Source: an optimization exercise on an open RTL-to-GDS flow (aim: small area). Production flows keep margins and buffers that such runs may drop. Function was checked by simulation only, so behaviour that the tests miss may differ from the original. Power is estimated from default activity; no workload was simulated.

Design apb_slave_regbank, start of the top module:
module apb_slave_regbank
#(
  parameter logic [1:0]  SLAVE_ID    = 2'd2,
  parameter int unsigned WAIT_CYCLES = 1,
  parameter int unsigned NUM_REGS    = 64
) (
  input  logic                           pclk,
  input  logic                           presetn,
  input  logic                           psel,
  input  logic                           penable,
  input  logic                           pwrite,
  input  logic [apb_pkg::APB_ADDR_W-1:0] paddr,
  input  logic [apb_pkg::APB_DATA_W-1:0] pwdata,
  output logic [apb_pkg::APB_DATA_W-1:0] prdata,
  output logic                           pready,
  output logic                           pslverr
);
Settings: LEC_CHECK=0, CAP_MARGIN=20, CORE_MARGIN=2, CORE_UTILIZATION=70, CTS_BUF_LIST=sky130_fd_sc_hd__clkbuf_8 sky130_fd_sc_hd__clkbuf_16, CTS_CLUSTER_DIAMETER=80, CTS_CLUSTER_SIZE=30, PLACE_DENSITY=0.9, SLEW_MARGIN=20, SYNTH_HIERARCHICAL=1, SYNTH_MINIMUM_KEEP_SIZE=0; clock period 5.0 ns.
standard.sh (not shown) runs the stock make flow with config.mk's settings and CLKGATE_MAP_FILE= SYNTH_SCRIPT=/design/flow/synth_recipe.tcl, a recipe that flattens the netlist after the stock synthesis.
==> flow/flow/run.sh <==
#!/bin/bash
# Own layout flow: the standard ORFS flow (standard.sh), with the port
# buffers that global placement inserts on every input and output made the
# smallest buffer cell (sky130_fd_sc_hd__buf_1) instead of the default pick.
# Everything else, synthesis included, is the standard flow unchanged.
# The full output of the run goes to flow_standard.log in the work folder;
# ORFS's per-step logs are under orfs/logs/.
set -euo pipefail
export BUFFER_PORTS_ARGS="-buffer_cell sky130_fd_sc_hd__buf_1"
bash standard.sh > flow_standard.log 2>&1
==> next run, changes <==
--- a/flow/design.v
+++ b/flow/design.v
@@ -27,19 +27,19 @@
   localparam logic [1:0] S_IDLE  = 2'd0;
   localparam logic [1:0] S_SETUP = 2'd1;
   localparam logic [1:0] S_WAIT  = 2'd2;
   localparam logic [1:0] S_RESP  = 2'd3;
   logic [1:0]    state_q;
   logic [1:0]    state_d;
   logic          misal_q;     
   logic          id_q;        
   logic          write_q;
-  logic [DW-1:0] data_q;      
+  logic [DW-1:0] wdata_q;
   logic [DW-1:0] prdata_q;
   logic          pready_q;
   logic          pslverr_q;
   logic [5:0]    rot_q;       
   logic [5:0]    pos_q;       
   logic [1:0]    clr_q;       
   logic          wpend_q;     
   logic          cap_en;
   logic          resp_d;
@@ -89,19 +89,19 @@
   always_comb begin
     for (int s = 0; s < NSLOT; s++) begin
       pos_hot[s] = (pos_q == 6'(s));
     end
   end
   assign rd_slot  = rd_ok && !err_misalign && !id_q;
   assign rd_const = ({DW{rd_ok && err_misalign}} & apb_pkg::APB_ERR_RDATA)
                   | ({DW{rd_ok && !err_misalign && id_q}} & ID_VALUE);
   assign clear = !presetn || (clr_q != 2'd0);
-  assign wd    = data_q & {DW{!clear}};
+  assign wd    = wdata_q & {DW{!clear}};
   assign wd_n  = ~wd;
   logic [DW-1:0] slot_q [NSLOT];
   for (genvar s = 0; s < NSLOT; s++) begin : g_slot
     localparam int PREV = (s + NSLOT - 1) % NSLOT;
     localparam int SEG  = s / 3;
     if (s % 3 == 0) begin : g_port
       logic load;
       logic hold;
       assign load = clear || (wr_active && pos_hot[PREV]);
@@ -128,18 +128,19 @@
         end
       end
     end else begin : g_shift
       always_ff @(posedge pclk) begin
         slot_q[s] <= slot_q[PREV];
       end
     end
   end
   logic [DW-1:0]   tap_value;
+  logic [DW-1:0]   stage_q;
   logic            at_tap;
   assign at_tap = !pos_q[0];
   for (genvar b = 0; b < DW; b++) begin : g_rd
     logic [7:0]  grp_n;
     logic [4:0]  grp_i;
     for (genvar g = 0; g < 7; g++) begin : g_grp
       localparam int S0 = 6 * ((3*g)   / 2) + 2 * ((3*g)   % 2);
       localparam int S1 = 6 * ((3*g+1) / 2) + 2 * ((3*g+1) % 2);
       localparam int S2 = 6 * ((3*g+2) / 2) + 2 * ((3*g+2) % 2);
@@ -155,36 +156,22 @@
       localparam int S1 = 12 * h + 10;
       apb_rdsel2i u_sel (
         .s_n ({!pos_hot[S1], !pos_hot[S0]}),
         .d_n ({slot_q[S1][b], slot_q[S0][b]}),
         .y   (grp_i[h])
       );
     end
     assign tap_value[b] = !(&grp_n) || (|grp_i);
   end
-  assign rd_value = ({DW{rd_slot}} & (at_tap ? tap_value : data_q)) | rd_const;
-  logic stage_en;
-  logic data_st;
-  logic data_hold;
-  assign stage_en  = ((state_q == S_SETUP) || (state_q == S_WAIT)) && !write_q;
-  assign data_st   = stage_en && !clear;
-  assign data_hold = !(cap_en || stage_en);
-  for (genvar b = 0; b < DW; b++) begin : g_data
-    apb_databit u_bit (
-      .clk  (pclk),
-      .ld   (cap_en),
-      .st   (data_st),
-      .hold (data_hold),
-      .d    (pwdata[b]),
-      .t    (tap_value[b]),
-      .q    (data_q[b])
-    );
-  end
+  always_ff @(posedge pclk) begin
+    stage_q <= tap_value & {DW{!clear}};
+  end
+  assign rd_value = ({DW{rd_slot}} & (at_tap ? tap_value : stage_q)) | rd_const;
   always_ff @(posedge pclk) begin
     if (!presetn) begin
       state_q   <= S_IDLE;
       pready_q  <= 1'b0;
       pslverr_q <= 1'b0;
       rot_q     <= '0;
       clr_q     <= 2'd2;
       wpend_q   <= 1'b0;
     end else begin
@@ -205,18 +192,19 @@
     end else begin
       pos_q   <= (pos_q == 6'(NSLOT - 1)) ? '0 : pos_q + 6'd1;
     end
   end
   always_ff @(posedge pclk) begin
     if (cap_en) begin
       misal_q <= (paddr[1:0] != 2'b00);
       id_q    <= (paddr[7:2] == 6'd0);
       write_q <= pwrite;
+      wdata_q <= pwdata;
     end
   end
   assign prdata  = prdata_q;
   assign pready  = pready_q;
   assign pslverr = pslverr_q;
 endmodule
 module apb_portbit (
   input  logic clk,
   input  logic hold,
@@ -249,22 +237,9 @@
   end
 endmodule
 module apb_rdsel2i (
   input  logic [1:0] s_n,
   input  logic [1:0] d_n,
   output logic       y
 );
   assign y = !(&(s_n | d_n));
 endmodule
-module apb_databit (
-  input  logic clk,
-  input  logic ld,
-  input  logic st,
-  input  logic hold,
-  input  logic d,
-  input  logic t,
-  output logic q
-);
-  always_ff @(posedge clk) begin
-    q <= (ld & d) | (st & t) | (hold & q);
-  end
-endmodule
Sequential share of layout area rose by 1.2 points; flip-flop and latch count rose by 32; synthesized area rose by 1.3%; clock-buffer cell count fell by 1; power barely changes; fmax rose by 0.64%; clock skew stays flat; wire length fell by 5.5%.

## static timing again, ports no longer ideal
No port has a modelled driver above. Below, the same layouts with a new extraction and two added sets of constraints. Step 1, drivers: a clkbuf_16 drives pclk and a buf_2 each remaining input, both assumed. Step 2 moves the port delays by t, midway between the first and last clock arrival at a register: inputs arrive t later, outputs are due t later. That takes back most of the time a late clock gives input paths. a / b / c = ideal / step 1 / step 2; a / b = the first two.
run | t (ns) | setup slack, ns | hold slack, ns
the first run | 0.772 | 0.612 / 0.612 / 0.612 | 0.316 / 0.316 / 0.316
the second run | 0.760 | 0.640 / 0.640 / 0.640 | 0.311 / 0.311 / 0.311
After both steps every run listed still meets setup and hold.
